From an optimization exercise on the open Yosys and OpenROAD flow, aimed at small area; shortcuts taken in it are not production practice.
Function was checked by simulation only, so behaviour that the tests miss may differ from the original.
Power figures rest on the tool's default switching activity, not on a simulated workload.

==> flow/design.v (excerpt) <==
module sprite_display_top (
	input  wire         CLK,
	input  wire         RESET,
	input  wire         avl_cs,
	input  wire         avl_read,
	input  wire         avl_write,
	input  wire [3:0]   avl_byte_en,
	input  wire [8:0]   avl_addr,
	input  wire [31:0]  avl_writedata,
	output logic [31:0] readdata,
	output logic [3:0]  red,
	output logic [3:0]  green,
	output logic [3:0]  blue,
	output logic        hs,
	output logic        vs,
	output logic        blank,
	output logic        pixel_clk
);
export LEC_CHECK = 0
export CAP_MARGIN = 20
export CORE_MARGIN = 2
export CORE_UTILIZATION = 40
export PLACE_DENSITY = 0.6
export SLEW_MARGIN = 20
export SYNTH_HIERARCHICAL = 1
create_clock -name core_clock -period 8.0 [get_ports {CLK}]
standard.sh (not shown) runs the stock make flow with config.mk's settings and CLKGATE_MAP_FILE= SYNTH_SCRIPT=/design/flow/synth_recipe.tcl, a recipe that flattens the netlist after the stock synthesis.
==> flow/flow/run.sh <==
#!/bin/bash
# the standard layout, with an area-oriented abc mapping script (registers untouched),
# single-drive port buffers and a smaller clock tree
set -euo pipefail
here=$(pwd)
export FLOW_SYNTH_TCL=$here/synth_recipe.tcl
export MY_ABC_SCRIPT=$here/flow/area.abc
bash standard.sh \
  "SYNTH_SCRIPT=$here/flow/my_synth.tcl" \
  "BUFFER_PORTS_ARGS=-buffer_cell sky130_fd_sc_hd__buf_1" \
  "CTS_ARGS=-sink_clustering_enable -repair_clock_nets -buf_list {sky130_fd_sc_hd__clkbuf_8 sky130_fd_sc_hd__clkbuf_16} -sink_clustering_size 28 -sink_clustering_max_diameter 80 -dont_use_dummy_load" \
  finish > standard.log 2>&1
==> flow/flow/area.abc <==
&get -n
&st
&dch
&nf -R 1000
&st
&syn2
&if -g -K 6
&synch2
&nf -R 1000
&st
&syn2
&if -g -K 6
&synch2
&nf -R 1000
&put
==> flow/flow/my_synth.tcl <==
# The standard flow's synthesis script, with ORFS's abc call given this folder's abc script
set f [open $::env(FLOW_SYNTH_TCL)]; set my_txt [read $f]; close $f
set f [open $::env(SCRIPTS_DIR)/synth.tcl]; set synth_txt [read $f]; close $f
set synth_txt [string map [list {log_cmd abc {*}$abc_args} "lset abc_args 1 $::env(MY_ABC_SCRIPT); log_cmd abc {*}\$abc_args"] $synth_txt]
set my_txt [string map [list {source $::env(SCRIPTS_DIR)/synth.tcl} $synth_txt] $my_txt]
eval $my_txt
The baseline finished clean.
Edit:
--- a/flow/flow/run.sh
+++ b/flow/flow/run.sh
@@ -10,3 +10,3 @@
   "BUFFER_PORTS_ARGS=-buffer_cell sky130_fd_sc_hd__buf_1" \
-  "CTS_ARGS=-sink_clustering_enable -repair_clock_nets -buf_list {sky130_fd_sc_hd__clkbuf_8 sky130_fd_sc_hd__clkbuf_16} -sink_clustering_size 28 -sink_clustering_max_diameter 80 -dont_use_dummy_load" \
+  "CTS_ARGS=-sink_clustering_enable -repair_clock_nets -buf_list sky130_fd_sc_hd__clkbuf_16 -sink_clustering_size 28 -sink_clustering_max_diameter 80 -dont_use_dummy_load" \
   finish > standard.log 2>&1
CORE_UTILIZATION = 60   (was 40)
PLACE_DENSITY = 0.75   (was 0.6)
Final area shrinks by about 1.6%.
Global-route usage rises by 11 points.
Total power barely changes.
Combinational power fell by about 2%.
Routed wire length fell by about 7%.
Die area is lower by about 33%.
Edit:
--- a/flow/flow/run.sh
+++ b/flow/flow/run.sh
@@ -10,3 +10,3 @@
   "BUFFER_PORTS_ARGS=-buffer_cell sky130_fd_sc_hd__buf_1" \
-  "CTS_ARGS=-sink_clustering_enable -repair_clock_nets -buf_list sky130_fd_sc_hd__clkbuf_16 -sink_clustering_size 28 -sink_clustering_max_diameter 80 -dont_use_dummy_load" \
+  "CTS_ARGS=-sink_clustering_enable -repair_clock_nets -buf_list sky130_fd_sc_hd__clkbuf_16 -sink_clustering_size 32 -sink_clustering_max_diameter 80 -dont_use_dummy_load" \
   finish > standard.log 2>&1
==> flow/flow/area.abc (replaced) <==
&get -n
&st
&dch
&nf -R 1000 -E 20
&st
&syn2
&if -g -K 6
&synch2
&nf -R 1000 -E 20
&st
&syn2
&if -g -K 6
&synch2
&nf -R 1000 -E 20
&put
CORE_UTILIZATION = 40   (was 60)
PLACE_DENSITY = 0.6   (was 0.75)
What happened:
- combinational power climbs slightly
- worst hold slack is worse by 27 ps
- non-clock buffer count rises by 8
- global-route usage decreases by 12 points
- power decreases slightly
- wire length came out higher by a few percent
- sequential share of layout area shrinks by 0.75 points
- final area is higher slightly
- synthesized cell count goes down slightly
- worst setup slack is better by 77 ps

port drivers added, routing unchanged:
In the flow no input, the clock included, has a driving cell. The finished layouts below were timed again as built, in two steps.
Step 1 (the two cells are an assumption about what drives the block):
set clk [get_ports {CLK}]
set_driving_cell -lib_cell sky130_fd_sc_hd__clkbuf_16 $clk
set_driving_cell -lib_cell sky130_fd_sc_hd__buf_2 [delete_from_list [all_inputs] $clk]
Step 2 adds t to the input delays and takes it off the output delays; t is the mean of the earliest and latest rising clock arrival at the registers after step 1. Input paths then give back, and output paths get back, about the clock's delay inside the block.
Slacks: ideal ports / drivers / drivers and shift; pairs: ideal ports / drivers.
| run | t (ns) | setup WS [ns] | worst setup path at the end | clock arrival spread, ns |
|---|---|---|---|---|
| the first run | 0.656 | 1.570 / 1.570 / 1.570 | register to register | 0.075 / 0.076 |
| the second run | 0.653 | 1.587 / 1.587 / 1.587 | register to register | 0.067 / 0.067 |
| the third run | 0.643 | 1.664 / 1.664 / 1.664 | register to register | 0.087 / 0.087 |
After both steps setup and hold are still met in every run listed.
